Background: an optimization exercise with open tools, aiming at small area and a short achievable clock period. Do not read the settings as production practice. Where RTL was checked, it was by simulation tests only, not by an equivalence proof against the original. For runs 2 to 4, only the layout was checked, not whether the RTL still works. No activity file was given, so power comes from the tool's default toggle rates.

==> config.mk <==
export PLATFORM = sky130hd
export DESIGN_NAME = mem_responder
export DESIGN_NICKNAME = mem_responder
export VERILOG_FILES = /design/flow/design.v
export SDC_FILE = /design/flow/constraint.sdc
export NUM_CORES = 4
export LEC_CHECK = 0
export CAP_MARGIN = 20
export CORE_MARGIN = 2
export CORE_UTILIZATION = 40
export SLEW_MARGIN = 20
==> constraint.sdc <==
create_clock -name core_clock -period 5.0 [get_ports {clk}]
set_input_delay 1.0000 -clock core_clock [delete_from_list [all_inputs] [get_ports {clk}]]
set_output_delay 1.0000 -clock core_clock [all_outputs]
set_load 0.01 [all_outputs]
==> design.v <==
package mem_pkg;
    localparam int WORD_W = 32;
    localparam int BE_W   = 4;
    localparam int MAX_AW = 64;
    function automatic logic addr_ok(
        input logic [MAX_AW-1:0] addr,
        input int unsigned       depth
    );
        logic [MAX_AW-1:0] idx;
        idx = addr >> 2;
        addr_ok = (addr[1:0] == 2'b00) && (idx < MAX_AW'(depth));
    endfunction
endpackage
module mem_array #(
    parameter int DEPTH = 64,
    parameter int IW    = 6
) (
    input  logic                       clk_i,
    input  logic [IW-1:0]              addr_i,
    input  logic                       we_i,
    input  logic [mem_pkg::BE_W-1:0]   be_i,
    input  logic [mem_pkg::WORD_W-1:0] wdata_i,
    output logic [mem_pkg::WORD_W-1:0] rdata_o
);
    logic [DEPTH-1:0][mem_pkg::WORD_W-1:0] mem;
    for (genvar w = 0; w < DEPTH; w++) begin : g_word
        for (genvar b = 0; b < mem_pkg::BE_W; b++) begin : g_byte
            always_ff @(posedge clk_i) begin
                if (we_i && be_i[b] && (addr_i == IW'(w))) begin
                    mem[w][8*b +: 8] <= wdata_i[8*b +: 8];
                end
            end
        end
    end
    assign rdata_o = mem[addr_i];
endmodule
module mem_responder #(
    parameter int DEPTH_WORDS = 64,
    parameter int WAIT_STATES = 2,
    parameter int ADDR_W      = 32
) (
    input  logic              clk,
    input  logic              reset,
    input  logic              req,
    input  logic              we,
    input  logic [ADDR_W-1:0] addr,
    input  logic [mem_pkg::WORD_W-1:0] wdata,
    input  logic [mem_pkg::BE_W-1:0]   be,
    output logic [mem_pkg::WORD_W-1:0] rdata,
    output logic              ready,
    output logic              err,
    output logic              busy
);
    localparam int IW = $clog2(DEPTH_WORDS);
    logic [mem_pkg::BE_W-1:0] be_w;
    assign be_w = be;
    logic                       busy_q, ready_q, err_q;
    logic [WAIT_STATES:1]       stage_q;     
    logic                       bad_q;       
    logic [mem_pkg::WORD_W-1:0] rdata_q;
    logic [mem_pkg::WORD_W-1:0] ram_rdata;
    logic                       acc, ok;
    assign acc = req && !busy_q;
    assign ok  = mem_pkg::addr_ok(mem_pkg::MAX_AW'(addr), DEPTH_WORDS);
    always_ff @(posedge clk or negedge reset) begin
        if (!reset) begin
            busy_q  <= 1'b0;
            stage_q <= '0;
            ready_q <= 1'b0;
            err_q   <= 1'b0;
        end else begin
            busy_q  <= acc || (|stage_q);
            stage_q <= {stage_q[WAIT_STATES-1:1], acc};
            ready_q <= stage_q[WAIT_STATES];
            err_q   <= stage_q[WAIT_STATES] && bad_q;
        end
    end
    always_ff @(posedge clk) begin
        if (!busy_q) begin
            bad_q   <= !ok;
            rdata_q <= ok ? ram_rdata : '0;
        end
    end
    mem_array #(
        .DEPTH (DEPTH_WORDS),
        .IW    (IW)
    ) u_array (
        .clk_i   (clk),
        .addr_i  (addr[IW+1:2]),
        .we_i    (reset && acc && we && ok),
        .be_i    (be_w),
        .wdata_i (wdata),
        .rdata_o (ram_rdata)
    );
    assign rdata = rdata_q;
    assign ready = ready_q;
    assign err   = err_q;
    assign busy  = busy_q;
endmodule
==> run.sh <==
#!/bin/bash
# synth_recipe.tcl (not shown) runs the flow's synth.tcl, then flattens the netlist and writes it again
# the make line also repeats each setting of config.mk as NAME=value (left out here)
make -C /OpenROAD-flow-scripts/flow DESIGN_CONFIG=/design/flow/config.mk WORK_HOME=/design/flow/orfs CLKGATE_MAP_FILE= SYNTH_SCRIPT=/design/flow/synth_recipe.tcl finish
==> results of run 1 <==
metrics by stage:
step                hold WS, ns  power (mW)
CTS                       0.329        36.4
finish                    0.366        36.1
global placement          0.357        21.5
detailed placement        0.359        21.6
global route              0.380        37.1
floorplan                 0.348        20.6
worst max-delay path: stages:
cell	delay [ns]
clkdlybuf4s50_1	0.65
buf_4	0.24
and2_4	0.57
buf_4	0.57
nand3_1	0.18
buf_4	0.22
nor2_1	0.36
buf_4	0.27
power by group through the flow:
stage | sequential (mW) | combinational [mW] | clock (mW)
global route | 19.4 | 1.82 | 15.8
detailed placement | 19.8 | 1.73 | 0
global placement | 19.8 | 1.72 | 0
floorplan | 19.7 | 0.818 | 0
CTS | 19.5 | 1.74 | 15.2
finish | 19.4 | 1.72 | 15.0
logic make-up after synthesis:
logic type	after synthesis	share of synthesized area, %
multiplexers	640	14.0
flip-flops	2086	78.1
buffers and inverters	240	1.49
AO/OA/AOI/OAI	384	3.65
AND/OR/NAND/NOR	542	2.76
routing by layer:
layer / wire length, um / track usage (%) / vias up
met2: 99600 / 32.1 / 1655
li1: - / - / 16900
met3: 15000 / 3.52 / 323
met1: 88100 / 28.8 / 21300
met5: 46 / 0 / -
met4: 6280 / 6.43 / 8
sequential cells by signal, indices dropped and copies added, names as in the netlist:
signal and count:
bad_q 1, ready_q 1, rdata_q 32, err_q 1, u_array.mem 2048, busy_q 1, stage_q 2
how the worst min path moves through the flow:
stage / start / to / depth (start not counted)
2_1_floorplan: stage_q[1] / stage_q[2] / 0
3_3_place_gp: stage_q[1] / stage_q[2] / 0
3_5_place_dp: stage_q[1] / stage_q[2] / 0
4_1_cts: reset / stage_q[1] / 1
5_1_grt: stage_q[1] / stage_q[2] / 0
6_report: stage_q[1] / stage_q[2] / 0
layout make-up:
class / count / area (sq um) / share of cell area (%)
clock inverters: 111 / 1100 / 1.20
multi-input cells: 1566 / 16400 / 17.8
well taps: 2656 / 3320 / 3.60
flip-flops and latches: 2086 / 62600 / 67.9
inverters: 1 / 3.75 / 0.00407
clock buffers: 260 / 5360 / 5.81
repair buffers: 393 / 3320 / 3.60
diodes: 11 / 27.5 / 0.0299
layout by cell type (no fill, tap or decap), types with 6 or more instances in the layout:
master | synthesis | routed
mux2i_1 | 256 | 256
clkbuf_1 | 150 | 54
nand2_1 | 162 | 158
clkinv_4 | 0 | 6
nor3_1 | 6 | 6
buf_4 | 34 | 268
clkinv_2 | 0 | 31
clkdlybuf4s50_1 | 0 | 72
a221o_1 | 32 | 32
nor2_1 | 271 | 266
buf_12 | 0 | 20
bufinv_16 | 0 | 17
clkinv_1 | 0 | 39
a22oi_1 | 288 | 288
edfxtp_1 | 2081 | 2081
buf_2 | 27 | 31
a41oi_1 | 32 | 32
nor2b_4 | 0 | 7
inv_6 | 0 | 6
nand3_1 | 70 | 70
clkbuf_16 | 0 | 206
diode_2 | 0 | 11
nor4_1 | 7 | 7
a21oi_1 | 32 | 32
mux4_2 | 384 | 384
==> reports/metrics.cfg, run 1 <==
[global_route]
antenna_found_initial=14
grt_usage_pct=20.3
grt_pass1_wl_um=298000
gr-total-overflow=0
grt_pass1_vias=40000
grt_max_degree=138

[run]
cap_viol_max_count=0

[die]
die_w_um=452
start_util_pct=40.2
die_y_um=452
die-area_sq_um=204000
row_count=164
ios=107
core-area_sq_um=199000

[power_and_ir_drop]
switchingPower_mw=7.72
power.share.sequential_pct=53.8
pwr-share-clk_pct=41.4
p_leak_nw=29.2
swShare_pct=21.4
intPower_mw=28.4
combPwrFrac_pct=4.8
peakVddDrop_uv=306
powerDensity_nw_per_um2=392

[worst_setup_path]
r2r_setup_slack_ns=2.16
rr_startpoint=busy_q
crit_path_end=u_array.mem[927]
cp-end-kind=flop
criticalPathCategory=input pin to flop
reg2regPathDepth=7
rr_endpoint=u_array.mem[1537]
cp-start-kind=input pin
cp.required_ns=5.53
cp.arrival_ns=4.08
path_max_fanout=36
setup.worst_path.start=addr[4]

[clock_network]
path_clk_slew_ns=0.06
ctsResizeCount=0
h-tree-depth=4
clkSinkCount=2086
clk_path_buf_depth=3
cts_setup_buffers=0
insertion_delay_ns=0.85
ctsHoldBuffers=0
cts_buffers=204
clockRootBuffer=clkbuf_16
cts_tree=built

[logic_synthesis]
ys_warn_count=2
mappedNetlistArea_sq_um=80200
synthTopCellsByCount=edfxtp_1 (2081), mux4_2 (384), a22oi_1 (288), nor2_1 (271), mux2i_1 (256)
async_flop_share_pct=0.240
syn_avg_cell_area_sq_um=20.6
synth_fp_nets=3964
synthTopCellsByArea=edfxtp_1 (78%), mux4_2 (11%), mux2i_1 (3.2%)
ys_types=27
synth_top_area_share_pct=78.0
synth_area_leader_cell=edfxtp_1
synthCells=3892
synth-edff-count=2081
synthFlopType=edfxtp_1
yosysMostFrequentCell=edfxtp_1
synth-seq-cells=2086
yosysSeqAreaShare_pct=78.1

[place]
place_ws_ns=0.699
dp_cells=6702
place.gp.congestion=0.855
io_buffers=106
place_area_sq_um=85700
hpwlAfterDp_um=129000

[sta]
max_slew.worst_pin.slew_ns=1.16
rsz0062_at_grt=no
max_freq_mhz=282
fin_crit_ns=3.55
fin_ws_ns=1.45
final_hold_viol_count=0
slew_violations=0
slew_headroom_pct=23.0
setup_viol=0
fin_crit_sh_pct=71.0
clock-skew-final_ns=0.0289
tns_ns=0

[finish]
areaGrowthSynthToFinish_pct=15.0
nFillCells=16600
drive_gt1_share_pct=22.7
fin_area_sq_um=92200
finish.utilization_pct=46.2
final_cells=7084
nets=4324

[drt]
via_count=40100
drc=0
viasPerCell=5.66
drtIter0Drc=5114
wirelength_um=209000
dr.pass1.iters=6
ant_nets=0
wl_per_cell_um=29.5

[hold_path]
holdCritPathClass=flop to flop

[status]
status=complete, no violations

==> run 2, diff against run 1 <==
--- a/design.v
+++ b/design.v
@@ -18,4 +18,5 @@
     input  logic                       clk_i,
     input  logic [IW-1:0]              addr_i,
+    input  logic                       re_i,
     input  logic                       we_i,
     input  logic [mem_pkg::BE_W-1:0]   be_i,
@@ -33,5 +34,10 @@
         end
     end
-    assign rdata_o = mem[addr_i];
+    logic [DEPTH-1:0] sel;
+    always_comb begin
+        for (int w = 0; w < DEPTH; w++) sel[w] = re_i && (addr_i == IW'(w));
+        rdata_o = '0;
+        for (int w = 0; w < DEPTH; w++) rdata_o |= mem[w] & {mem_pkg::WORD_W{sel[w]}};
+    end
 endmodule
 module mem_responder #(
@@ -79,5 +85,5 @@
         if (!busy_q) begin
             bad_q   <= !ok;
-            rdata_q <= ok ? ram_rdata : '0;
+            rdata_q <= ram_rdata;
         end
     end
@@ -88,4 +94,5 @@
         .clk_i   (clk),
         .addr_i  (addr[IW+1:2]),
+        .re_i    (ok),
         .we_i    (reset && acc && we && ok),
         .be_i    (be_w),
--- a/config.mk
+++ b/config.mk
@@ -8,4 +8,5 @@
 export CAP_MARGIN = 20
 export CORE_MARGIN = 2
-export CORE_UTILIZATION = 40
+export CORE_UTILIZATION = 55
+export SETUP_SLACK_MARGIN = 2.5
 export SLEW_MARGIN = 20
==> run 2 against run 1 <==
Highest routed layer unchanged. Core utilization up 24 points. Flip-flop and latch count unchanged. Sequential power about the same. Critical path depth up 2. Worst hold slack better by 0.018 ns. Synthesized area down 4.0%. Still clean on timing, DRC and antenna. Critical endpoint is now rdata_q[7]. Die area down 30%. Clock power down 3%. Combinational power down 21%. Count of clock-buffer cells in the layout down 1. Largest cell class unchanged.
==> reports/metrics.cfg, run 2 <==
[finish]
layout_common_cells=edfxtp_1 (2081), a22oi_1 (647), nor2_4 (255)
drive_gt1_share_pct=31.7  ; +9.0 points
seq_area_sq_um=62600  ; unchanged
regMostFlops=u_array.mem
largest_register_ffs=2048  ; unchanged
top_regs=u_array.mem x2048, rdata_q x32, stage_q x2
multi_input_area_sq_um=16800  ; +2.3%
layout_commonest_cell=edfxtp_1
finish.utilization_pct=70.0  ; +24 points
nets=5020  ; +16%
nFillCells=8788  ; -47%
areaGrowthSynthToFinish_pct=26.5

[logic_synthesis]
synthMuxAreaShare_pct=0.884  ; -13 points
yosysMostFrequentCell=edfxtp_1
synth_top_area_share_pct=81.2  ; +3.2 points
ys_types=44  ; +63%
synth-edff-count=2081  ; unchanged
synthCells=4328  ; +11%
synthSimpleGateAreaFrac_pct=5.43  ; +2.7 points
synthTopCellsByCount=edfxtp_1 (2081), a22oi_1 (842), nor2_1 (258), nand2_1 (192), nand4_1 (156)
synth_area_leader_cell=edfxtp_1
synth_top_family_by_area=compound AO/OA/AOI/OAI gates
synth_fp_nets=4400  ; +11%
ys_warn_count=2  ; unchanged
synth-seq-cells=2086  ; unchanged
synthTopCellsByArea=edfxtp_1 (81%), a22oi_1 (8.2%), nand4_1 (1.3%)
yosysSeqAreaShare_pct=81.4  ; +3.2 points
synth-compound-area-share_pct=10.3  ; +6.6 points
synth-xor-area-share_pct=0  ; unchanged
mappedNetlistArea_sq_um=77000  ; -4.0%
synthFlopType=edfxtp_1
yosys.area_share.adder_pct=0  ; unchanged
syn_avg_cell_area_sq_um=17.8  ; -14%
async_flop_share_pct=0.240  ; unchanged

[worst_setup_path]
cp.arrival_ns=3.29  ; -0.79 ns
cp-end-kind=flop
cp-start-kind=input pin
criticalPathCategory=input pin to flop
cp.required_ns=5.56  ; +0.03 ns
path_max_fanout=8  ; -78%

[drt]
wl_per_cell_um=37.9  ; +28%
viasPerCell=6.86  ; +21%
via_count=47900  ; +19%
drtIter0Drc=7621  ; +49%
wirelength_um=264000  ; +26%
dr.pass1.iters=8  ; +2
drc=0  ; unchanged
ant_nets=0  ; unchanged

[power_and_ir_drop]
powerDensity_nw_per_um2=362  ; -7.5%
peakVddDrop_uv=355  ; +16%
pwr-share-clk_pct=41.2  ; -0.2 points
switchingPower_mw=7.46  ; -3.3%
swShare_pct=21.2  ; -0.22 points
power_mw=35.3  ; -2.3%
p_leak_nw=30.8  ; +5.7%
combPwrFrac_pct=3.9  ; -0.9 points
intPower_mw=27.8  ; -2.0%
power.share.sequential_pct=55.0  ; +1.2 points

[sta]
slew_violations=0  ; unchanged
slew_headroom_pct=28.0  ; +5.0 points
fin_crit_sh_pct=54.6  ; -16 points
max_freq_mhz=366  ; +30%
setup_viol=0  ; unchanged
max_slew.worst_pin.slew_ns=1.08  ; -0.0754 ns
rsz0062_at_grt=yes
final_hold_viol_count=0  ; unchanged
clock-skew-final_ns=0.0323  ; +0.00341 ns
fin_crit_ns=2.73  ; -0.824 ns

[die]
start_util_pct=55.3  ; +15 points
die_y_um=378  ; -16%
row_count=137  ; -16%
core-area_sq_um=139000  ; -30%
die-area_sq_um=143000  ; -30%
ios=107  ; unchanged
die_w_um=378  ; -16%

[clock_network]
ctsHoldBuffers=0  ; unchanged
clk_path_buf_depth=3  ; unchanged
path_clk_slew_ns=0.06  ; about the same
h-tree-depth=4  ; unchanged
clockRootBuffer=clkbuf_16
cts_buffers=203  ; -0.49%
insertion_delay_ns=0.84  ; about the same
clkSinkCount=2086  ; unchanged
cts_tree=built

[global_route]
grt_pass1_wl_um=353000  ; +19%
grt_max_degree=65  ; -53%
antenna_found_initial=7  ; -7
gr-total-overflow=0  ; unchanged
grt_usage_pct=36.2  ; +16 points
grt_pass1_vias=44900  ; +12%

[place]
io_buffers=106  ; unchanged
hpwlAfterDp_um=153000  ; +18%
place.gp.congestion=0.901  ; +5.4%

[status]
status=complete, no violations

[hold_path]
holdCritPathClass=input pin to flop

[run]
cap_viol_max_count=0  ; unchanged

-- run 2: changes by cell type after synthesis, sizes merged, moves of 34 or more --
cell	previous run	this run
a22oi	288	852
buf	89	190
nor3	6	62
nand4	1	156
and2	5	59
a32oi	0	96
mux4	384	0
nand2	162	196
nand3	70	35
mux2i	256	32
-- run 2: what timing repair did --
item,CTS,global route
pin swaps,221,214
cloned,56,12
setup buffers,190,64
gates resized for setup,992,301
endpoints found under the setup margin,2115,2086
-- run 2: final timing paths --
| kind | startpoint | to | slack [ns] | depth (start not counted) |
|---|---|---|---|---|
| max | addr[5] | rdata_q[7] | 2.27 | 10 |
| min | wdata[7] | u_array.mem[647] | 0.38 | 1 |
| max reg2reg | busy_q | u_array.mem[1937] | 2.51 | 11 |
| min reg2reg | stage_q[1] | stage_q[2] | 0.39 | 0 |
| max in group asynchronous | reset | ready_q | 4.39 | 1 |
| min in group asynchronous | reset | stage_q[2] | 0.40 | 1 |
-- run 2: through the flow --
stage / setup slack, ns / cells / hold slack (ns) / TNS, ns / cell area, sq um
floorplan: 1.79 / 4328 / 0.348 / 0 / 78000
global route: 2.24 / 6977 / 0.365 / 0 / 97400
global placement: -0.0862 / 6297 / 0.356 / -0.0862 / 81900
finish: 2.27 / 6979 / 0.384 / 0 / 97400
CTS: 2.34 / 6901 / 0.338 / 0 / 95100
detailed placement: 0.0777 / 6297 / 0.364 / 0 / 81900
-- run 2: logic make-up after synthesis --
kind of cell	Yosys count
AOI/OAI and AO/OA	1021
buffers and inverters	317
DFF	2086
muxes	64
and+or+nand+nor	840
-- run 2: worst max-delay path, cell delays in order --
cell,delay [ns]
buf_12,0.12
buf_12,0.16
and4bb_1,0.23
buf_6,0.16
and2_4,0.20
buf_12,0.16
a22oi_2,0.19
nand4_1,0.31
nor4_4,0.57
a31oi_1,0.17
-- run 2: metal layers --
metal | track usage, % | vias to the layer above | wire length (um)
li1 | - | 19100 | -
met1 | 50.4 | 24300 | 97300
met2 | 53.3 | 3640 | 117000
met3 | 9.36 | 757 | 34100
met4 | 18.2 | 4 | 15500
met5 | 0.961 | - | 135
-- run 2: cell type report --
class                           count  share of cell area (%)
Sequential cell                  2086                    64.3
Antenna cell                        2                 0.00514
Inverter                            1                 0.00386
Clock buffer                      259                    5.52
Tap cell                         1876                    2.41
Multi-Input combinational cell   1933                    17.3
Clock inverter                     99                   0.807
Timing Repair Buffer              723                    9.67
-- run 2: power groups by stage --
stage	clock network (mW)	registers, mW	logic [mW]
after global routing	15.2	19.4	1.39
after floorplan	0	19.7	0.301
final	14.5	19.4	1.36
after global placement	0	19.8	1.16
after detailed placement	0	19.8	1.18
after CTS	14.6	19.4	1.29
==> run 3, diff against run 2 <==
--- a/design.v
+++ b/design.v
@@ -17,5 +17,7 @@
 ) (
     input  logic                       clk_i,
-    input  logic [IW-1:0]              addr_i,
+    input  logic [IW-1:0]              waddr_i,
+    input  logic [7:0]                 rhi_i,
+    input  logic [7:0]                 rlo_i,
     input  logic                       re_i,
     input  logic                       we_i,
@@ -28,5 +30,5 @@
         for (genvar b = 0; b < mem_pkg::BE_W; b++) begin : g_byte
             always_ff @(posedge clk_i) begin
-                if (we_i && be_i[b] && (addr_i == IW'(w))) begin
+                if (we_i && be_i[b] && (waddr_i == IW'(w))) begin
                     mem[w][8*b +: 8] <= wdata_i[8*b +: 8];
                 end
@@ -36,5 +38,5 @@
     logic [DEPTH-1:0] sel;
     always_comb begin
-        for (int w = 0; w < DEPTH; w++) sel[w] = re_i && (addr_i == IW'(w));
+        for (int w = 0; w < DEPTH; w++) sel[w] = re_i && rhi_i[w/8] && rlo_i[w%8];
         rdata_o = '0;
         for (int w = 0; w < DEPTH; w++) rdata_o |= mem[w] & {mem_pkg::WORD_W{sel[w]}};
@@ -63,5 +65,6 @@
     logic                       busy_q, ready_q, err_q;
     logic [WAIT_STATES:1]       stage_q;     
-    logic                       bad_q;       
+    logic [7:0]                 hi_q, lo_q;  
+    logic                       ok_q;
     logic [mem_pkg::WORD_W-1:0] rdata_q;
     logic [mem_pkg::WORD_W-1:0] ram_rdata;
@@ -79,12 +82,16 @@
             stage_q <= {stage_q[WAIT_STATES-1:1], acc};
             ready_q <= stage_q[WAIT_STATES];
-            err_q   <= stage_q[WAIT_STATES] && bad_q;
+            err_q   <= stage_q[WAIT_STATES] && !ok_q;
         end
     end
     always_ff @(posedge clk) begin
         if (!busy_q) begin
-            bad_q   <= !ok;
-            rdata_q <= ram_rdata;
+            hi_q  <= 8'(1) << addr[7:5];
+            lo_q  <= 8'(1) << addr[4:2];
+            ok_q  <= ok;
         end
+    end
+    always_ff @(posedge clk) begin
+        rdata_q <= ram_rdata;
     end
     mem_array #(
@@ -93,6 +100,8 @@
     ) u_array (
         .clk_i   (clk),
-        .addr_i  (addr[IW+1:2]),
-        .re_i    (ok),
+        .waddr_i (addr[IW+1:2]),
+        .rhi_i   (hi_q),
+        .rlo_i   (lo_q),
+        .re_i    (ok_q),
         .we_i    (reset && acc && we && ok),
         .be_i    (be_w),
--- a/config.mk
+++ b/config.mk
@@ -9,4 +9,7 @@
 export CORE_MARGIN = 2
 export CORE_UTILIZATION = 55
-export SETUP_SLACK_MARGIN = 2.5
+export CTS_BUF_LIST = sky130_fd_sc_hd__clkbuf_16
+export CTS_CLUSTER_DIAMETER = 100
+export CTS_CLUSTER_SIZE = 25
+export SETUP_SLACK_MARGIN = 2.6
 export SLEW_MARGIN = 20
==> run 3 against run 2 <==
Clock power down 39%. Setup slack worse by 0.13 ns. Largest power group unchanged. Sequential share of layout area is 3.7 points higher. Still clean on timing, DRC and antenna. Fmax fell by 4.5%. Highest routed layer unchanged. Core utilization fell by 3.6 points. Clock skew fell by 0.0019 ns. Global-route usage decreased by 0.39 points. Largest cell class unchanged. Total power shrank 1.5%. Worst hold slack lost 0.18 ns. Combinational power rose to 4.7 times the previous value. Flip-flop and latch count is 16 higher.
==> reports/metrics.cfg, run 3 <==
[clock_network]
cts_buffers=94  ; -54%
h-tree-depth=3  ; -1
clk_path_buf_depth=3  ; unchanged
cts_tree=built
ctsHoldBuffers=0  ; unchanged
path_clk_slew_ns=0.10  ; +0.04 ns
clockRootBuffer=clkbuf_16
insertion_delay_ns=0.77  ; -0.07 ns
clkSinkCount=2102  ; +0.77%

[finish]
drive_gt1_share_pct=26.4  ; -5.4 points
nFillCells=9327  ; +6.1%
regMostFlops=u_array.mem
layout_commonest_cell=edfxtp_1
top_regs=u_array.mem x2048, rdata_q x32
layout_common_cells=edfxtp_1 (2065), a22oi_1 (556), nor2_4 (258)
final_cells=6618  ; -5.2%
seq_area_sq_um=62800  ; +0.26%
nets=4758  ; -5.2%
largest_register_ffs=2048  ; unchanged
multi_input_area_sq_um=17000  ; +1.2%
areaGrowthSynthToFinish_pct=19.9

[logic_synthesis]
synthTopCellsByCount=edfxtp_1 (2065), a22oi_1 (567), nor2_1 (266), clkbuf_1 (188), a221oi_1 (157)
synthCells=4306  ; -0.51%
synth_top_area_share_pct=80.6  ; -0.63 points
async_flop_share_pct=0.238  ; -0.0018 points
syn_avg_cell_area_sq_um=17.9  ; +0.52%
synth_area_leader_cell=edfxtp_1
ys_warn_count=2  ; unchanged
ys_types=45  ; +2.3%
synth-edff-count=2065  ; -0.77%
synth_fp_nets=4378  ; -0.50%
synthTopCellsByArea=edfxtp_1 (81%), a22oi_1 (5.5%), a221oi_1 (1.8%)
yosysSeqAreaShare_pct=81.6  ; +0.20 points
synth-seq-cells=2102  ; +0.77%
yosysMostFrequentCell=edfxtp_1
synthFlopType=edfxtp_1
mappedNetlistArea_sq_um=77000  ; about the same

[place]
hpwlAfterDp_um=156000  ; +1.9%
io_buffers=106  ; unchanged
dp_cells=6166  ; -2.1%
place.gp.congestion=0.945  ; +4.8%

[drt]
drtIter0Drc=8189  ; +7.5%
via_count=47000  ; -1.7%
viasPerCell=7.11  ; +3.6%
wl_per_cell_um=39.5  ; +4.3%
ant_nets=0  ; unchanged
dr.pass1.iters=12  ; +4
wirelength_um=261000  ; -1.1%
drc=0  ; unchanged

[sta]
setup_viol=0  ; unchanged
slew_headroom_pct=20.7  ; -7.3 points
rsz0062_at_grt=yes
fin_crit_ns=2.86  ; +0.129 ns
max_freq_mhz=350  ; -4.5%
clock-skew-final_ns=0.0304  ; -0.00191 ns
holdWs_ns=0.199  ; -0.185 ns
tns_ns=0  ; unchanged
final_hold_viol_count=0  ; unchanged
max_slew.worst_pin.slew_ns=1.19  ; +0.110 ns
fin_crit_sh_pct=57.2  ; +2.6 points
slew_violations=0  ; unchanged

[worst_setup_path]
rr_startpoint=ok_q
criticalPathCategory=flop to flop
path_max_fanout=40  ; +32
cp.arrival_ns=3.47  ; +0.18 ns
cp-start-kind=flop
r2r_setup_slack_ns=2.14  ; -0.37 ns
crit_chain=buf_4 > buf_12 > and3_4 > buf_6 > a221oi_4 > nand4_1 > or4_4
max_stage_delay_ns=0.63  ; +0.06 ns
reg2regPathDepth=7  ; -4
cp.required_ns=5.62  ; +0.06 ns
cp-end-kind=flop
cpMaxStageDelayCell=or4_4
rr_endpoint=rdata_q[3]

[power_and_ir_drop]
powerDensity_nw_per_um2=377  ; +3.9%
p_leak_nw=28.3  ; -8.1%
peakVddDrop_uv=299  ; -16%

[global_route]
antenna_found_initial=16  ; +9
grt_usage_pct=35.8  ; -0.39 points
gr-total-overflow=0  ; unchanged
grt_max_degree=81  ; +25%
grt_pass1_wl_um=351000  ; -0.49%
grt_pass1_vias=44000  ; -1.9%

[die]
ios=107  ; unchanged
core-area_sq_um=139000  ; unchanged
row_count=137  ; unchanged
die-area_sq_um=143000  ; about the same
start_util_pct=55.3  ; about the same
die_y_um=378  ; about the same
die_w_um=378  ; about the same

[hold_path]
holdCritPathClass=input pin to asynchronous set/reset pin

[status]
status=complete, no violations

[run]
cap_viol_max_count=0  ; unchanged

run 3: cell types whose count changed after synthesis, sizes merged, moves of 61 or more:
cell	change
clkbuf	+62
a221oi	+182
a222oi	+100
a22o	+125
nand4	-93
a22oi	-285
a32oi	-93
a21oi	+61
o22ai	+131
run 3: logic make-up after synthesis:
logic type | count (synthesis) | share of synthesized area, %
AOI/OAI and AO/OA | 1224 | 12.7
buffers and inverters | 322 | 1.85
and+or+nand+nor | 658 | 3.93
DFF | 2102 | 81.6
run 3: layer usage:
metal	part of all wire [%]	routed length [um]	up-vias	GRT usage (%)
met3	13	33900	598	10.1
li1	-	-	18800	-
met1	37	95400	24100	49.3
met5	0.099	259	-	0.549
met4	5.6	14600	18	16.9
met2	45	117000	3537	53.1
run 3: repair_timing:
item | 4_1_cts | 5_1_grt
setup endpoints to repair | 2115 | 2013
gates resized for setup | 970 | 203
buffers inserted | 195 | 59
gates cloned | 36 | 10
pin swaps | 235 | 202
run 3: worst max path at each step:
stage / to / cells after the start / slack (ns) / from
2_1_floorplan: u_array.mem[328] / 6 / 2.16 / addr[14]
3_3_place_gp: u_array.mem[1999] / 8 / 0.72 / addr[30]
3_5_place_dp: u_array.mem[745] / 8 / 0.77 / addr[26]
4_1_cts: rdata_q[13] / 7 / 2.21 / lo_q[3]
5_1_grt: rdata_q[28] / 8 / 2.18 / lo_q[0]
6_report: rdata_q[3] / 7 / 2.14 / ok_q
run 3: report_power, final:
group / switching (mW) / total, mW / leakage, nW / internal, mW
clock: 5.30 / 8.79 / 1.46 / 3.48
combinational: 4.32 / 6.43 / 7.97 / 2.11
sequential: 0.0794 / 19.5 / 18.9 / 19.5
total: 9.70 / 34.8 / 28.3 / 25.1
run 3: area by class of cell:
cell class | count | share of cell area, %
Multi-Input combinational cell | 1899 | 18.4
Clock inverter | 53 | 0.271
Antenna cell | 4 | 0.0108
Timing Repair Buffer | 588 | 8.14
Inverter | 1 | 0.00407
Tap cell | 1876 | 2.54
Clock buffer | 95 | 2.58
Sequential cell | 2102 | 68.0
run 3: through the flow:
| step | instance area, sq um | util [%] | total power [mW] | setup slack (ns) |
|---|---|---|---|---|
| floorplan | 77700 | - | 22.4 | 2.16 |
| global placement | 81100 | 58.3 | 25.0 | 0.720 |
| detailed placement | 81100 | 58.3 | 25.0 | 0.770 |
| CTS | 90400 | 65.0 | 34.3 | 2.21 |
| global route | 92300 | 66.3 | 35.4 | 2.18 |
| finish | 92300 | 66.3 | 34.8 | 2.14 |
run 3: worst max-delay path, delay by kind of cell, from the launching register on:
kind	cells	cell delay [ns]
buf+inv	3	0.58
flops	1	0.44
compound gates	1	0.39
simple gates	3	1.18
==> run 4, diff against run 3 <==
--- a/design.v
+++ b/design.v
@@ -39,7 +39,65 @@
     always_comb begin
         for (int w = 0; w < DEPTH; w++) sel[w] = re_i && rhi_i[w/8] && rlo_i[w%8];
-        rdata_o = '0;
-        for (int w = 0; w < DEPTH; w++) rdata_o |= mem[w] & {mem_pkg::WORD_W{sel[w]}};
     end
+    for (genvar i = 0; i < mem_pkg::WORD_W; i++) begin : g_col
+        logic [DEPTH-1:0] col;
+        for (genvar w = 0; w < DEPTH; w++) begin : g_bit
+            assign col[w] = mem[w][i];
+        end
+        mem_rd_col u_col (
+            .sel_i (sel),
+            .d_i   (col),
+            .q_o   (rdata_o[i])
+        );
+    end
+endmodule
+module mem_rd_col (
+    input  logic [63:0] sel_i,
+    input  logic [63:0] d_i,
+    output logic        q_o
+);
+    logic [21:0] t_n;    
+    logic [5:0]  g;      
+    logic [1:0]  h_n;
+    for (genvar k = 0; k < 21; k++) begin : g_aoi
+        mem_aoi222 u_aoi (
+            .a0 (sel_i[3*k]),   .b0 (d_i[3*k]),
+            .a1 (sel_i[3*k+1]), .b1 (d_i[3*k+1]),
+            .a2 (sel_i[3*k+2]), .b2 (d_i[3*k+2]),
+            .y  (t_n[k])
+        );
+    end
+    mem_nand2 u_last (.a(sel_i[63]), .b(d_i[63]), .y(t_n[21]));
+    for (genvar k = 0; k < 5; k++) begin : g_nd
+        mem_nand4 u_nd (.a(t_n[4*k]), .b(t_n[4*k+1]), .c(t_n[4*k+2]), .d(t_n[4*k+3]), .y(g[k]));
+    end
+    mem_nand2 u_nd5 (.a(t_n[20]), .b(t_n[21]), .y(g[5]));
+    mem_nor3 u_nr0 (.a(g[0]), .b(g[1]), .c(g[2]), .y(h_n[0]));
+    mem_nor3 u_nr1 (.a(g[3]), .b(g[4]), .c(g[5]), .y(h_n[1]));
+    mem_nand2 u_out (.a(h_n[0]), .b(h_n[1]), .y(q_o));
+endmodule
+module mem_aoi222 (
+    input  logic a0, b0, a1, b1, a2, b2,
+    output logic y
+);
+    assign y = !((a0 && b0) || (a1 && b1) || (a2 && b2));
+endmodule
+module mem_nand4 (
+    input  logic a, b, c, d,
+    output logic y
+);
+    assign y = !(a && b && c && d);
+endmodule
+module mem_nand2 (
+    input  logic a, b,
+    output logic y
+);
+    assign y = !(a && b);
+endmodule
+module mem_nor3 (
+    input  logic a, b, c,
+    output logic y
+);
+    assign y = !(a || b || c);
 endmodule
 module mem_responder #(
--- a/config.mk
+++ b/config.mk
@@ -14,2 +14,4 @@
 export SETUP_SLACK_MARGIN = 2.6
 export SLEW_MARGIN = 20
+export SYNTH_HIERARCHICAL = 1
+export SYNTH_MINIMUM_KEEP_SIZE = 0
==> run 4 against run 3 <==
Still clean. Sequential share of layout area is 6.0 points higher. Fmax is 0.84% higher. Count of clock-buffer cells in the layout is 2 higher. Synthesized cell count is 18% lower. Worst hold slack better by 0.024 ns. Wire length is 15% lower.
==> reports/metrics.cfg, run 4 <==
[finish]
regMostFlops=u_array.mem
largest_register_ffs=2048  ; unchanged
top_regs=u_array.mem x2048, rdata_q x32
fin_area_sq_um=84800  ; -8.1%
layout_common_cells=edfxtp_1 (2065), a222oi_1 (672), nor2_4 (256)
nets=3977  ; -16%
drive_gt1_share_pct=20.0  ; -6.4 points
areaGrowthSynthToFinish_pct=15.0
nFillCells=8927  ; -4.3%
finish.utilization_pct=63.6  ; -2.7 points
layout_commonest_cell=edfxtp_1

[global_route]
grt_pass1_wl_um=302000  ; -14%
grt_max_degree=65  ; -20%
gr-total-overflow=0  ; unchanged
grt_pass1_vias=39800  ; -9.4%
grt_usage_pct=31.7  ; -4.2 points
antenna_found_initial=4  ; -12

[worst_setup_path]
rr_endpoint=rdata_q[6]
cp.arrival_ns=3.44  ; -0.03 ns
criticalPathCategory=flop to flop
cp-start-kind=flop
max_stage_delay_ns=0.65  ; +0.02 ns
path_max_fanout=16  ; -60%
rr_startpoint=ok_q
cpMostUsedCell=buf_12
cp.required_ns=5.60  ; -0.02 ns
crit_chain=buf_8 > buf_12 > clkbuf_16 > and3_4 > buf_12 > a222oi_1 > nand4_1 > nor3_4 > nand2_1
reg2regPathDepth=9  ; +2
cp-end-kind=flop
cpMaxStageDelayCell=a222oi_1
r2r_setup_slack_ns=2.17  ; +0.02 ns

[sta]
clock-skew-final_ns=0.0303  ; -0.0000544 ns
max_freq_mhz=353  ; +0.84%
fin_crit_sh_pct=56.7  ; -0.48 points
slew_headroom_pct=26.2  ; +5.5 points
tns_ns=0  ; unchanged
final_hold_viol_count=0  ; unchanged
max_slew.worst_pin.slew_ns=1.11  ; -0.0821 ns
rsz0062_at_grt=yes
fin_ws_ns=2.17  ; +0.0238 ns
slew_violations=0  ; unchanged
setup_viol=0  ; unchanged
fin_crit_ns=2.83  ; -0.0238 ns

[drt]
dr.pass1.iters=12  ; unchanged
via_count=42200  ; -10%
wirelength_um=221000  ; -15%
viasPerCell=7.36  ; +3.6%
ant_nets=0  ; unchanged
drtIter0Drc=10300  ; +26%
wl_per_cell_um=38.6  ; -2.3%
drc=0  ; unchanged

[power_and_ir_drop]
p_leak_nw=25.3  ; -11%
powerDensity_nw_per_um2=385  ; +2.3%
peakVddDrop_uv=343  ; +15%

[die]
die_y_um=370  ; -2.1%
die-area_sq_um=137000  ; -4.2%
start_util_pct=55.3  ; about the same
ios=107  ; unchanged
die_w_um=370  ; -2.1%
core-area_sq_um=133000  ; -4.2%
row_count=134  ; -2.2%

[logic_synthesis]
synthFlopType=edfxtp_1
yosysMostFrequentCell=edfxtp_1
mappedNetlistArea_sq_um=73700  ; -4.2%
synth_fp_nets=3614  ; -17%
ys_warn_count=8  ; +6
synthTopCellsByCount=edfxtp_1 (2065), a222oi_1 (672), nor2_1 (239), nand4_1 (166), nand2_1 (99)
synth-seq-cells=2102  ; unchanged
synth_top_area_share_pct=84.1  ; +3.5 points
yosysSeqAreaShare_pct=85.1  ; +3.6 points
synth_area_leader_cell=edfxtp_1
ys_types=28  ; -38%
async_flop_share_pct=0.238  ; unchanged
syn_avg_cell_area_sq_um=20.8  ; +16%
synth-edff-count=2065  ; unchanged
synthTopCellsByArea=edfxtp_1 (84%), a222oi_1 (9.1%), nand4_1 (1.4%)
synthCells=3542  ; -18%

[clock_network]
insertion_delay_ns=0.74  ; -0.03 ns
h-tree-depth=3  ; unchanged
clkSinkCount=2102  ; unchanged
cts_tree=built
path_clk_slew_ns=0.09  ; about the same
clk_path_buf_depth=3  ; unchanged
cts_buffers=94  ; unchanged
clockRootBuffer=clkbuf_16

[run]
cap_viol_max_count=0  ; unchanged

[place]
io_buffers=106  ; unchanged
place_area_sq_um=79200  ; -2.4%
hpwlAfterDp_um=133000  ; -15%
place.gp.congestion=0.905  ; -4.2%
place_ws_ns=0.745  ; -0.0246 ns

[hold_path]
holdCritPathClass=input pin to asynchronous set/reset pin

[status]
status=complete, no violations

-- run 4: changes by cell type after synthesis, moves of 61 or more --
cell	delta
a222oi_1	+572
a22oi_1	-567
a221oi_1	-157
clkbuf_1	-157
o22ai_1	-131
a22o_1	-128
nand4_1	+103
nor3_2	+64
nand3_1	-63
buf_2	-62
a21oi_1	-61
-- run 4: routing by layer --
layer | part of all wire, % | routed length (um) | up-vias | GRT usage, %
li1 | - | - | 16800 | -
met1 | 37 | 82700 | 21600 | 45.0
met2 | 47 | 104000 | 3386 | 49.6
met3 | 12 | 25600 | 436 | 6.05
met4 | 4.1 | 9060 | 2 | 11.1
met5 | 0.0059 | 13 | - | 0
-- run 4: cell type report --
class                           count  area [sq um]  area share [%]
Multi-Input combinational cell   1377         13200            15.5
Clock inverter                     53           245           0.289
Tap cell                         1768          2210            2.61
Timing Repair Buffer              329          3960            4.67
Sequential cell                  2102         62800            74.0
Inverter                            1          3.75         0.00443
Clock buffer                       97          2430            2.86
Antenna cell                        3          7.51         0.00885
-- run 4: critical path: cells and delay by family (launching register included) --
| kind | cells | cell delay [ns] |
|---|---|---|
| simple gates | 4 | 1.02 |
| compound gates | 1 | 0.65 |
| buf+inv | 4 | 0.61 |
| flops | 1 | 0.40 |
-- run 4: through the flow --
stage,hold slack (ns),instances,total power [mW]
final,0.223,5730,32.7
after global routing,0.219,5730,33.4
after CTS,0.187,5701,32.5
after detailed placement,0.360,5484,23.8
after global placement,0.358,5484,23.8
after floorplan,0.348,3542,21.6
-- run 4: repair_timing --
action,4_1_cts,5_1_grt
hold buffers,0,0
cloned,13,8
setup endpoints to repair,2115,2091
resized for setup,498,93
pin swaps,260,135
buffers inserted,54,18
-- run 4: per-module statistics from Yosys (local to each module, per instance), excerpt --
module	area, sq um	flops+latches
mem_nand2	3.75	0
mem_responder	1500	54
mem_nand4	6.26	0
mem_aoi222	10.0	0
mem_nor3	10.0	0
-- run 4: cell families after synthesis --
group	count (synthesis)	synth area share, %
simple gates	705	5.33
buf+inv	63	0.416
compound gates	672	9.12
flops	2102	85.1
-- run 4: where the power goes --
part / internal [mW] / switching (mW)
Sequential: 19.5 / 0.137
Combinational: 1.36 / 3.03
Clock: 3.54 / 5.14
Total: 24.4 / 8.31
-- run 4: worst max-delay path by stage --
stage          cells past startpoint      from          endpoint
2_1_floorplan                      8  addr[31]  u_array.mem[744]
3_3_place_gp                       9  addr[31]  u_array.mem[252]
3_5_place_dp                       9  addr[24]  u_array.mem[255]
4_1_cts                            9      ok_q        rdata_q[3]
5_1_grt                            9      ok_q       rdata_q[23]
6_report                           9      ok_q        rdata_q[6]
==> run 5, diff against run 4 <==
--- a/design.v
+++ b/design.v
@@ -17,10 +17,7 @@
 ) (
     input  logic                       clk_i,
-    input  logic [IW-1:0]              waddr_i,
-    input  logic [7:0]                 rhi_i,
-    input  logic [7:0]                 rlo_i,
-    input  logic                       re_i,
-    input  logic                       we_i,
-    input  logic [mem_pkg::BE_W-1:0]   be_i,
+    input  logic [DEPTH-1:0]           wsel_i,
+    input  logic [mem_pkg::BE_W-1:0]   wbe_i,
+    input  logic [DEPTH-1:0]           rsel_i,
     input  logic [mem_pkg::WORD_W-1:0] wdata_i,
     output logic [mem_pkg::WORD_W-1:0] rdata_o
@@ -30,13 +27,9 @@
         for (genvar b = 0; b < mem_pkg::BE_W; b++) begin : g_byte
             always_ff @(posedge clk_i) begin
-                if (we_i && be_i[b] && (waddr_i == IW'(w))) begin
+                if (wbe_i[b] && wsel_i[w]) begin
                     mem[w][8*b +: 8] <= wdata_i[8*b +: 8];
                 end
             end
         end
-    end
-    logic [DEPTH-1:0] sel;
-    always_comb begin
-        for (int w = 0; w < DEPTH; w++) sel[w] = re_i && rhi_i[w/8] && rlo_i[w%8];
     end
     for (genvar i = 0; i < mem_pkg::WORD_W; i++) begin : g_col
@@ -46,5 +39,5 @@
         end
         mem_rd_col u_col (
-            .sel_i (sel),
+            .sel_i (rsel_i),
             .d_i   (col),
             .q_o   (rdata_o[i])
@@ -125,4 +118,8 @@
     logic [7:0]                 hi_q, lo_q;  
     logic                       ok_q;
+    logic [DEPTH_WORDS-1:0]     row;         
+    logic [DEPTH_WORDS-1:0]     rsel_q;      
+    logic [mem_pkg::BE_W-1:0]   wbe_q;       
+    logic [mem_pkg::WORD_W-1:0] wdata_q;
     logic [mem_pkg::WORD_W-1:0] rdata_q;
     logic [mem_pkg::WORD_W-1:0] ram_rdata;
@@ -150,5 +147,19 @@
         end
     end
+    always_comb begin
+        for (int w = 0; w < DEPTH_WORDS; w++) row[w] = hi_q[w/8] && lo_q[w%8];
+    end
+    always_ff @(posedge clk or negedge reset) begin
+        if (!reset) begin
+            wbe_q <= '0;
+        end else begin
+            wbe_q <= (acc && we && ok) ? be_w : '0;
+        end
+    end
     always_ff @(posedge clk) begin
+        wdata_q <= wdata;
+    end
+    always_ff @(posedge clk) begin
+        rsel_q  <= ok_q ? row : '0;
         rdata_q <= ram_rdata;
     end
@@ -158,11 +169,8 @@
     ) u_array (
         .clk_i   (clk),
-        .waddr_i (addr[IW+1:2]),
-        .rhi_i   (hi_q),
-        .rlo_i   (lo_q),
-        .re_i    (ok_q),
-        .we_i    (reset && acc && we && ok),
-        .be_i    (be_w),
-        .wdata_i (wdata),
+        .wsel_i  (row),
+        .wbe_i   (wbe_q),
+        .wdata_i (wdata_q),
+        .rsel_i  (rsel_q),
         .rdata_o (ram_rdata)
     );
--- a/config.mk
+++ b/config.mk
@@ -11,6 +11,6 @@
 export CTS_BUF_LIST = sky130_fd_sc_hd__clkbuf_16
 export CTS_CLUSTER_DIAMETER = 100
-export CTS_CLUSTER_SIZE = 25
-export SETUP_SLACK_MARGIN = 2.6
+export CTS_CLUSTER_SIZE = 20
+export SETUP_SLACK_MARGIN = 2.75
 export SLEW_MARGIN = 20
 export SYNTH_HIERARCHICAL = 1
==> run 5 against run 4 <==
Combinational power down 6.8%. Clock power up 16%. Synthesized cell count up 3.5%. Total power up 7.6%. First-iteration DRC count down 20%. Flip-flop and latch count up 100. Final cell count up 2.2%. Worst hold slack better by 0.16 ns. Wire length down 3.5%. Clock skew up 0.0052 ns. Synthesized area up 3.9%. Via count down 1.0%.
==> reports/metrics.cfg, run 5 <==
[finish]
drive_gt1_share_pct=14.8  ; -5.1 points
fin_area_sq_um=84400  ; -0.41%
largest_register_ffs=2048  ; unchanged
regMostFlops=u_array.mem
layout_common_cells=edfxtp_1 (2065), a222oi_1 (672), and2_2 (166)
nFillCells=9680  ; +8.4%
areaGrowthSynthToFinish_pct=10.3
top_regs=u_array.mem x2048, rsel_q x64
nets=4018  ; +1.0%
layout_commonest_cell=edfxtp_1

[power_and_ir_drop]
power.share.sequential_pct=59.7  ; -0.3 points
intPower_mw=26.1  ; +7.2%
combPwrFrac_pct=11.6  ; -1.8 points
powerDensity_nw_per_um2=416  ; +8.1%
swShare_pct=25.7  ; +0.27 points
switchingPower_mw=9.04  ; +8.8%
pwr-share-clk_pct=28.7  ; +2.1 points
p_leak_nw=26.5  ; +4.7%
peakVddDrop_uv=275  ; -20%

[sta]
slew_violations=0  ; unchanged
setup_viol=0  ; unchanged
tns_ns=0  ; unchanged
fin_crit_ns=2.35  ; -0.484 ns
clock-skew-final_ns=0.0355  ; +0.00519 ns
max_slew.worst_pin.slew_ns=1.00  ; -0.104 ns
max_freq_mhz=426  ; +21%
holdWs_ns=0.387  ; +0.164 ns
rsz0062_at_grt=yes
final_hold_viol_count=0  ; unchanged
fin_crit_sh_pct=47.0  ; -9.7 points
slew_headroom_pct=33.1  ; +6.9 points

[logic_synthesis]
synthTopCellsByCount=edfxtp_1 (2065), a222oi_1 (672), and2_2 (165), nand4_1 (161), and2_1 (155)
synthFlopType=edfxtp_1
yosysMostFrequentCell=edfxtp_1
synth_area_leader_cell=edfxtp_1
synth-seq-cells=2202  ; +4.8%
mappedNetlistArea_sq_um=76600  ; +3.9%
syn_avg_cell_area_sq_um=20.9  ; +0.35%
yosysSeqAreaShare_pct=84.6  ; -0.52 points
synthTopCellsByArea=edfxtp_1 (81%), a222oi_1 (8.8%), dfxtp_1 (3.3%)
synth-edff-count=2065  ; unchanged
async_flop_share_pct=0.409  ; +0.17 points
synthCells=3666  ; +3.5%
synth_fp_nets=3738  ; +3.4%
ys_types=22  ; -21%
ys_warn_count=8  ; unchanged
synth_top_area_share_pct=81.0  ; -3.1 points

[global_route]
antenna_found_initial=23  ; +19
grt_pass1_vias=39800  ; -0.070%
busiest_layer=met2
grt_max_degree=66  ; +1.5%
grt_usage_pct=29.6  ; -2.0 points
gr-total-overflow=0  ; unchanged
use_met3_pct=5.79  ; -0.26 points
grtUsageMet2_pct=47.4  ; -2.2 points
grt_util_met1_pct=41.9  ; -3.1 points
grt_pass1_wl_um=295000  ; -2.3%

[clock_network]
cts_tree=built
insertion_delay_ns=0.78  ; +0.04 ns
clockRootBuffer=clkbuf_16
ctsHoldBuffers=0  ; unchanged
cts_buffers=120  ; +28%
clkSinkCount=2202  ; +4.8%
clk_path_buf_depth=3  ; unchanged
path_clk_slew_ns=0.08  ; about the same
h-tree-depth=3  ; unchanged

[worst_setup_path]
max_stage_delay_ns=0.44  ; -0.21 ns
cpMaxStageDelayCell=dfxtp_4
path_max_fanout=1  ; -15
path_buf_inv=1  ; -3
cp-end-kind=primary output
critical_path.top_delay_family=flip-flops
cp.required_ns=4.00  ; -1.60 ns
criticalPathCategory=flop to primary output
cp-start-kind=flop
cp.arrival_ns=1.35  ; -2.09 ns
crit_chain=buf_6

[die]
start_util_pct=55.6  ; +0.24 points
die_w_um=377  ; +1.9%
row_count=136  ; +1.5%
die_y_um=377  ; +1.9%
core-area_sq_um=138000  ; +3.4%
ios=107  ; unchanged
die-area_sq_um=142000  ; +3.8%

[drt]
ant_nets=0  ; unchanged
via_count=41800  ; -1.0%
drc=0  ; unchanged
drtIter0Drc=8301  ; -20%
viasPerCell=7.13  ; -3.2%
wl_per_cell_um=36.4  ; -5.6%
dr.pass1.iters=11  ; -1
wirelength_um=213000  ; -3.5%

[place]
place_area_sq_um=80300  ; +1.5%
io_buffers=106  ; unchanged
place.gp.congestion=0.857  ; -5.3%
hpwlAfterDp_um=132000  ; -0.88%

[hold_path]
holdCritPathClass=flop to flop

[status]
status=complete, no violations

[run]
cap_viol_max_count=0  ; unchanged

## run 5: changes by cell type after synthesis, moves of 5 or more
cell	delta
nor2_1	-235
and2_2	+165
and2_1	+155
dfxtp_1	+96
buf_2	-26
clkbuf_2	+24
nor2_2	-20
nand4b_1	-12
nand4bb_1	-10
clkbuf_1	-8
buf_6	-5
nand4_1	-5
## run 5: power groups by stage
stage | logic [mW] | clock network (mW) | registers, mW
after floorplan | 1.45 | 0 | 21.2
after global placement | 3.68 | 0 | 21.4
after detailed placement | 3.71 | 0 | 21.4
after CTS | 3.96 | 10.2 | 21.0
after global routing | 4.19 | 10.8 | 21.0
final | 4.09 | 10.1 | 21.0
## run 5: worst paths after layout
path                       startpoint           to  slack [ns]  cells after the start
min in group asynchronous       reset     wbe_q[2]        0.52                      1
hold reg to reg            stage_q[1]   stage_q[2]        0.39                      0
max in group asynchronous       reset     wbe_q[2]        4.16                      1
setup / recovery           rdata_q[9]     rdata[9]        2.65                      1
hold / removal             stage_q[1]   stage_q[2]        0.39                      0
setup reg to reg           rsel_q[51]  rdata_q[19]        2.68                      5
## run 5: final cells by class
type,instances,area [sq um],share of cell area [%]
Antenna cell,10,25.0,0.0296
Clock buffer,123,3080,3.64
Clock inverter,105,425,0.504
Inverter,1,3.75,0.00445
Multi-Input combinational cell,1416,11700,13.8
Sequential cell,2202,65000,77.0
Tap cell,1794,2240,2.66
Timing Repair Buffer,205,1980,2.35
## run 5: kinds of logic (layout without fill, tap and decap cells)
kind of cell	count (synthesis)	after routing	synth area share, %
compound gates	672	672	8.78
flops	2202	2202	84.6
simple gates	744	744	6.34
other cells	0	10	0
buf+inv	48	434	0.274
## run 5: through the flow
stage / setup WS [ns] / power [mW] / std cells / utilization (%)
finish: 2.65 / 35.2 / 5856 / 61.3
floorplan: 3.12 / 22.7 / 3666 / -
detailed placement: 2.37 / 25.2 / 5592 / 58.3
global route: 2.64 / 36.0 / 5846 / 61.2
global placement: 2.38 / 25.1 / 5592 / 58.3
CTS: 2.59 / 35.2 / 5842 / 61.1
## run 5: Yosys stat by module, one instance, submodules excluded, excerpt
module         flops+latches  copies in the design  cells inside
mem_nor3                   0                    64             1
mem_nand2                  0                    96             1
mem_nand4                  0                   160             1
mem_responder            154                     1           346
mem_aoi222                 0                   672             1
## run 5: routing by layer
| layer | share of wire, % | routed length (um) | vias to the layer above |
|---|---|---|---|
| met5 | 0.0052 | 11 | - |
| met4 | 2.8 | 6030 | 2 |
| met3 | 11 | 24300 | 261 |
| met2 | 48 | 102000 | 2723 |
| met1 | 38 | 81200 | 21800 |
| li1 | - | - | 17000 |
## run 5: timing repair
action                     CTS  global route
pin swaps                   13            12
setup endpoints to repair  533            64
setup buffers               22             4
resized for setup          256            19
==> run 6, diff against run 5 <==
--- a/config.mk
+++ b/config.mk
@@ -12,5 +12,5 @@
 export CTS_CLUSTER_DIAMETER = 100
 export CTS_CLUSTER_SIZE = 20
-export SETUP_SLACK_MARGIN = 2.75
+export SETUP_SLACK_MARGIN = 2.6
 export SLEW_MARGIN = 20
 export SYNTH_HIERARCHICAL = 1
==> run 6 against run 5 <==
Still clean on timing, DRC and antenna. Non-clock buffer count decreased by 18. Global-route usage is essentially flat. Register-to-register slack worse by 0.18 ns. Critical path type is now flop to flop. Critical endpoint is now rdata_q[20].
==> reports/metrics.cfg, run 6 <==
[worst_setup_path]
setup.worst_path.start=rsel_q[54]
reg2regPathDepth=5  ; unchanged
cp-start-kind=flop
cpMaxStageDelayCell=nor3_2
max_stage_delay_ns=0.66  ; +0.22 ns
path_max_fanout=32  ; +31
crit_chain=buf_4 > a222oi_1 > nand4_1 > nor3_2 > nand2_1
cp.required_ns=5.63  ; +1.63 ns
rr_startpoint=rsel_q[54]
criticalPathCategory=flop to flop
r2r_setup_slack_ns=2.50  ; -0.18 ns
cp-end-kind=flop
cp.arrival_ns=3.12  ; +1.77 ns
rr_endpoint=rdata_q[20]

[drt]
dr.pass1.iters=10  ; -1
drc=0  ; unchanged
drtIter0Drc=8190  ; -1.3%
via_count=41600  ; -0.36%
ant_nets=0  ; unchanged
viasPerCell=7.13  ; about the same
wirelength_um=213000  ; -0.11%
wl_per_cell_um=36.5  ; +0.25%

[die]
die-area_sq_um=142000  ; unchanged
die_w_um=377  ; unchanged
start_util_pct=55.6  ; unchanged
core-area_sq_um=138000  ; unchanged
ios=107  ; unchanged
die_y_um=377  ; unchanged
row_count=136  ; unchanged

[sta]
setup_viol=0  ; unchanged
clock-skew-final_ns=0.0326  ; -0.00285 ns
tns_ns=0  ; unchanged
rsz0062_at_grt=no
fin_crit_ns=2.50  ; +0.146 ns
fin_crit_sh_pct=49.9  ; +2.9 points
max_slew.worst_pin.slew_ns=1.01  ; +0.00974 ns
final_hold_viol_count=0  ; unchanged
max_freq_mhz=401  ; -5.9%
slew_headroom_pct=32.4  ; -0.74 points
slew_violations=0  ; unchanged

[power_and_ir_drop]
p_leak_nw=26.3  ; -0.87%
powerDensity_nw_per_um2=416  ; about the same
peakVddDrop_uv=276  ; +0.15%

[hold_path]
min_to=stage_q[2]
holdCritPathClass=flop to flop
holdPathStages=0  ; unchanged
min_from=stage_q[1]

[logic_synthesis]
yosys.area_share.adder_pct=0  ; unchanged
synth-edff-count=2065  ; unchanged
ys_types=22  ; unchanged
synthFlopType=edfxtp_1
yosysMostFrequentCell=edfxtp_1
synth_top_area_share_pct=81.0  ; unchanged
mappedNetlistArea_sq_um=76600  ; unchanged
yosysSeqAreaShare_pct=84.6  ; unchanged
synth_fp_nets=3738  ; unchanged
synth_area_leader_cell=edfxtp_1
syn_avg_cell_area_sq_um=20.9  ; unchanged
synthTopCellsByArea=edfxtp_1 (81%), a222oi_1 (8.8%), dfxtp_1 (3.3%)
synth-xor-area-share_pct=0  ; unchanged
async_flop_share_pct=0.409  ; unchanged
synth_top_family_by_area=compound AO/OA/AOI/OAI gates
synthTopCellsByCount=edfxtp_1 (2065), a222oi_1 (672), and2_2 (165), nand4_1 (161), and2_1 (155)
synthCells=3666  ; unchanged
ys_warn_count=8  ; unchanged
synth-seq-cells=2202  ; unchanged
synth-compound-area-share_pct=8.78  ; unchanged
synthSimpleGateAreaFrac_pct=6.34  ; unchanged
synthMuxAreaShare_pct=0  ; unchanged

[global_route]
gr-total-overflow=0  ; unchanged
grt_max_degree=66  ; unchanged
grt_usage_pct=29.6  ; -0.042 points
grt_pass1_vias=39700  ; -0.34%
grt_pass1_wl_um=295000  ; -0.17%
antenna_found_initial=27  ; +17%

[finish]
finish.utilization_pct=60.9  ; -0.37 points
largest_register_ffs=2048  ; unchanged
drive_gt1_share_pct=14.1  ; -0.70 points
layout_commonest_cell=edfxtp_1
nets=4000  ; -0.45%
layout_common_cells=edfxtp_1 (2065), a222oi_1 (672), and2_2 (165)
regMostFlops=u_array.mem
nFillCells=9754  ; +0.76%
top_regs=u_array.mem x2048, rsel_q x64
areaGrowthSynthToFinish_pct=9.60

[clock_network]
h-tree-depth=3  ; unchanged
clk_path_buf_depth=3  ; unchanged
clkSinkCount=2202  ; unchanged
cts_tree=built
cts_buffers=120  ; unchanged
path_clk_slew_ns=0.09  ; about the same
insertion_delay_ns=0.77  ; about the same
clockRootBuffer=clkbuf_16

[place]
io_buffers=106  ; unchanged
place.gp.congestion=0.857  ; unchanged
hpwlAfterDp_um=132000  ; unchanged

[status]
status=complete, no violations

[run]
cap_viol_max_count=0  ; unchanged

## run 6: changes by cell type in the layout (fill, tap and decap cells not counted), moves of 3 or more
| cell | previous run | this run |
|---|---|---|
| dfxtp_1 | 23 | 32 |
| buf_6 | 39 | 1 |
| nor3_2 | 49 | 60 |
| nor3_4 | 15 | 4 |
| clkdlybuf4s15_1 | 0 | 3 |
| clkdlybuf4s15_2 | 0 | 4 |
| buf_2 | 2 | 24 |
| buf_12 | 10 | 3 |
| dfxtp_4 | 30 | 22 |
| diode_2 | 10 | 7 |
| buf_4 | 83 | 80 |
## run 6: worst max-delay path, delay by kind of cell (launching register included)
kind            cells  cell delay (ns)
simple gates        3             1.14
compound gates      1             0.62
flops               1             0.31
buf+inv             1             0.28
## run 6: layer usage
| layer | part of all wire [%] | global-route usage (%) | vias up | wire [um] |
|---|---|---|---|---|
| met1 | 38 | 41.9 | 21700 | 81000 |
| li1 | - | - | 16900 | - |
| met2 | 48 | 47.5 | 2684 | 102000 |
| met3 | 11 | 5.55 | 266 | 24300 |
| met5 | 0.028 | 0 | - | 60 |
| met4 | 2.8 | 8.44 | 10 | 5970 |
## run 6: stage by stage
| stage | cell area, sq um | total power [mW] | hold slack (ns) | cells | setup WS [ns] |
|---|---|---|---|---|---|
| floorplan | 76600 | 22.7 | 0.348 | 3666 | 3.12 |
| global placement | 80300 | 25.1 | 0.358 | 5592 | 2.38 |
| detailed placement | 80300 | 25.2 | 0.367 | 5592 | 2.37 |
| CTS | 83900 | 34.9 | 0.392 | 5825 | 2.46 |
| global route | 83900 | 35.8 | 0.403 | 5828 | 2.60 |
| finish | 83900 | 34.9 | 0.388 | 5835 | 2.50 |
## run 6: final cells by class
class | instances | area, sq um | area share, %
Clock inverter | 105 | 425 | 0.507
Timing Repair Buffer | 187 | 1580 | 1.89
Multi-Input combinational cell | 1416 | 11600 | 13.8
Inverter | 1 | 3.75 | 0.00447
Antenna cell | 7 | 17.5 | 0.0209
Clock buffer | 123 | 3080 | 3.67
Sequential cell | 2202 | 65000 | 77.4
Tap cell | 1794 | 2240 | 2.67
## run 6: repair_timing
action	CTS	global route
pin swaps	2	5
hold buffers	0	0
setup buffers	5	3
resized for setup	184	7
setup endpoints to repair	64	31
## run 6: cells by family after synthesis
group,Yosys count
and+or+nand+nor,744
buffers and inverters,48
AOI/OAI and AO/OA,672
DFF,2202
## run 6: Yosys stat by module (local to each module, per instance), a selection
module | area, sq um | copies in the design | cells inside | flip-flops and latches
mem_responder | 4430 | 1 | 346 | 154
mem_aoi222 | 10.0 | 672 | 1 | 0
mem_nor3 | 10.0 | 64 | 1 | 0
mem_nand4 | 6.26 | 160 | 1 | 0
mem_nand2 | 3.75 | 96 | 1 | 0
## run 6: how the worst max path moves through the flow
stage                           end  cells after the start
floorplan                  wbe_q[0]                      2
global placement        rdata_q[26]                      5
detailed placement      rdata_q[26]                      5
CTS                       rdata[19]                      1
global route        u_array.mem[92]                      2
finish                  rdata_q[20]                      5
## run 6: report_power, final
group	switching (mW)	internal, mW	leakage, nW
logic	2.67	1.13	4.46
clock network	5.64	4.46	2.08
registers	0.690	20.4	19.8
==> run 7, diff against run 6 <==
--- a/config.mk
+++ b/config.mk
@@ -12,5 +12,5 @@
 export CTS_CLUSTER_DIAMETER = 100
 export CTS_CLUSTER_SIZE = 20
-export SETUP_SLACK_MARGIN = 2.6
+export SETUP_SLACK_MARGIN = 3.0
 export SLEW_MARGIN = 20
 export SYNTH_HIERARCHICAL = 1
==> run 7 against run 6 <==
Flip-flop and latch count is the same. Synthesized area stayed put. Setup slack gained 0.16 ns. Core utilization grew 1.3 points. Via count increased by 1.2%. Final cell count increased by 1.5%. Synthesized cell count stayed put. Non-clock buffer count up 80. Clock power barely moved. Largest cell class unchanged. Highest routed layer unchanged.
==> reports/metrics.cfg, run 7 <==
[die]
ios=107  ; unchanged
die_w_um=377  ; unchanged
row_count=136  ; unchanged
start_util_pct=55.6  ; unchanged
die-area_sq_um=142000  ; unchanged
core-area_sq_um=138000  ; unchanged
die_y_um=377  ; unchanged

[clock_network]
cts_tree=built
path_clk_slew_ns=0.08  ; about the same
ctsHoldBuffers=0  ; unchanged
clockRootBuffer=clkbuf_16
clk_path_buf_depth=3  ; unchanged
insertion_delay_ns=0.77  ; about the same
clkSinkCount=2202  ; unchanged
cts_buffers=120  ; unchanged
h-tree-depth=3  ; unchanged

[logic_synthesis]
mappedNetlistArea_sq_um=76600  ; unchanged
synth_top_area_share_pct=81.0  ; unchanged
ys_warn_count=8  ; unchanged
synthFlopType=edfxtp_1
synth_area_leader_cell=edfxtp_1
synth-seq-cells=2202  ; unchanged
synthTopCellsByCount=edfxtp_1 (2065), a222oi_1 (672), and2_2 (165), nand4_1 (161), and2_1 (155)
syn_avg_cell_area_sq_um=20.9  ; unchanged
yosysSeqAreaShare_pct=84.6  ; unchanged
ys_types=22  ; unchanged
synth_fp_nets=3738  ; unchanged
synthTopCellsByArea=edfxtp_1 (81%), a222oi_1 (8.8%), dfxtp_1 (3.3%)
synth-edff-count=2065  ; unchanged
yosysMostFrequentCell=edfxtp_1
async_flop_share_pct=0.409  ; unchanged
synthCells=3666  ; unchanged

[worst_setup_path]
criticalPathCategory=flop to primary output
path_buf_inv=1  ; unchanged
max_stage_delay_ns=0.43  ; -0.23 ns
crit_chain=buf_6
r2r_setup_slack_ns=2.81  ; +0.31 ns
critical_path.top_delay_family=flip-flops
rr_startpoint=rsel_q[54]
cp-start-kind=flop
rr_endpoint=rdata_q[21]
path_max_fanout=1  ; -97%
cp.arrival_ns=1.33  ; -1.79 ns
cpMaxStageDelayCell=dfxtp_4
reg2regPathDepth=5  ; unchanged
cp.required_ns=4.00  ; -1.63 ns
cp-end-kind=primary output

[finish]
top_regs=u_array.mem x2048, rsel_q x64
largest_register_ffs=2048  ; unchanged
nFillCells=9575  ; -1.8%
drive_gt1_share_pct=17.2  ; +3.0 points
layout_common_cells=edfxtp_1 (2065), a222oi_1 (672), and2_2 (196)
layout_commonest_cell=edfxtp_1
areaGrowthSynthToFinish_pct=12.0
regMostFlops=u_array.mem
nets=4080  ; +2.0%
fin_area_sq_um=85800  ; +2.2%

[drt]
viasPerCell=7.11  ; -0.23%
highest_layer=met5
drc=0  ; unchanged
dr.pass1.iters=9  ; -1
wl_met3_um=26300  ; +8.1%
met2_length_um=105000  ; +2.9%
wl_per_cell_um=37.2  ; +2.0%
wirelength_um=221000  ; +3.5%
ant_nets=0  ; unchanged
drt-met1-wl_um=82800  ; +2.2%
drtIter0Drc=8592  ; +4.9%
via_count=42100  ; +1.2%

[global_route]
grt_pass1_wl_um=300000  ; +1.7%
gr-total-overflow=0  ; unchanged
antenna_found_initial=26  ; -3.7%
grt_max_degree=66  ; unchanged
grt_usage_pct=30.2  ; +0.61 points
grt_pass1_vias=40200  ; +1.3%

[place]
place.gp.congestion=0.857  ; unchanged
io_buffers=106  ; unchanged
place_ws_ns=2.37  ; unchanged
place_area_sq_um=80300  ; unchanged
hpwlAfterDp_um=132000  ; unchanged

[sta]
setup_viol=0  ; unchanged
clock-skew-final_ns=0.0331  ; +0.000409 ns
holdWs_ns=0.387  ; -0.000551 ns
fin_crit_ns=2.33  ; -0.163 ns
slew_headroom_pct=36.5  ; +4.2 points
final_hold_viol_count=0  ; unchanged
slew_violations=0  ; unchanged
max_freq_mhz=429  ; +7.0%
rsz0062_at_grt=yes
fin_ws_ns=2.67  ; +0.163 ns
max_slew.worst_pin.slew_ns=0.952  ; -0.0614 ns
tns_ns=0  ; unchanged
fin_crit_sh_pct=46.7  ; -3.3 points

[power_and_ir_drop]
powerDensity_nw_per_um2=415  ; -0.44%
p_leak_nw=27.1  ; +3.0%
peakVddDrop_uv=275  ; -0.11%
power_mw=35.5  ; +1.7%

[status]
status=complete, no violations

[hold_path]
min_to=stage_q[2]
holdCritPathClass=flop to flop
holdPathStages=0  ; unchanged
min_from=stage_q[1]

[run]
cap_viol_max_count=0  ; unchanged

[run 7: Yosys stat by module, one instance, submodules excluded, a selection]
module	area, sq um	flip-flops and latches	times used	cells
mem_nor3	10.0	0	64	1
mem_nand2	3.75	0	96	1
mem_aoi222	10.0	0	672	1
mem_nand4	6.26	0	160	1
mem_responder	4430	154	1	346
[run 7: logic make-up after synthesis]
logic type | share of synthesized area [%]
buffers and inverters | 0.274
AOI/OAI and AO/OA | 8.78
DFF | 84.6
and+or+nand+nor | 6.34
[run 7: cell type report]
type,instances,area (sq um),area share [%]
Antenna cell,13,32.5,0.0379
Clock buffer,123,3080,3.59
Clock inverter,105,425,0.496
Inverter,1,3.75,0.00438
Multi-Input combinational cell,1416,11800,13.8
Sequential cell,2202,65100,75.9
Tap cell,1794,2240,2.62
Timing Repair Buffer,267,3030,3.53
[run 7: worst max path at each step]
stage,from,to,cells after the start
5_1_grt,rdata_q[9],rdata[9],1
3_5_place_dp,rsel_q[36],rdata_q[26],5
4_1_cts,rdata_q[19],rdata[19],1
2_1_floorplan,addr[1],wbe_q[0],2
3_3_place_gp,rsel_q[36],rdata_q[26],5
6_report,rdata_q[9],rdata[9],1
[run 7: through the flow]
| step | utilization, % | cells |
|---|---|---|
| detailed placement | 58.3 | 5592 |
| finish | 62.2 | 5921 |
| global placement | 58.3 | 5592 |
| floorplan | - | 3666 |
| CTS | 61.8 | 5884 |
| global route | 62.2 | 5908 |
[run 7: metal layers]
metal | vias up | GRT usage (%)
li1 | 17100 | -
met1 | 21900 | 43.0
met2 | 2830 | 48.2
met3 | 283 | 5.42
met4 | 6 | 9.06
met5 | - | 0
[run 7: what timing repair did]
action,CTS,global route
gates cloned,5,6
pin swaps,104,104
hold endpoints to repair,0,0
resized for setup,393,43
endpoints found under the setup margin,2091,247
setup buffers,59,18
[run 7: report_power, final]
group | total [mW] | internal (mW) | switching [mW]
combinational | 4.52 | 1.50 | 3.02
sequential | 20.9 | 20.4 | 0.572
clock | 10.1 | 4.46 | 5.63

## port drivers added, routing unchanged
The results above use ideal ports. As a check the final layouts listed here were re-extracted and re-timed, cells and wires unchanged. Step 1, drivers: a clkbuf_16 drives clk and a buf_2 each remaining input, both assumed. Step 2 times the ports against the registers' clock, not the clock port: input delays grow and output delays shrink by t, the midpoint of the rising clock arrivals with the driver on. a / b / c = ideal ports / drivers / drivers and shift; a / b = the first two.
run	shift t [ns]	slack for setup (ns)
run 1	0.918	1.448 / 1.372 / 0.454
run 2	0.911	2.271 / 2.109 / 1.197
run 3	0.836	2.142 / 2.142 / 1.514
run 4	0.813	2.166 / 2.166 / 1.539
run 5	0.841	2.650 / 2.568 / 2.555
run 6	0.844	2.504 / 2.504 / 2.504
run 7	0.837	2.667 / 2.586 / 2.553
After both steps every run listed still meets setup and hold.
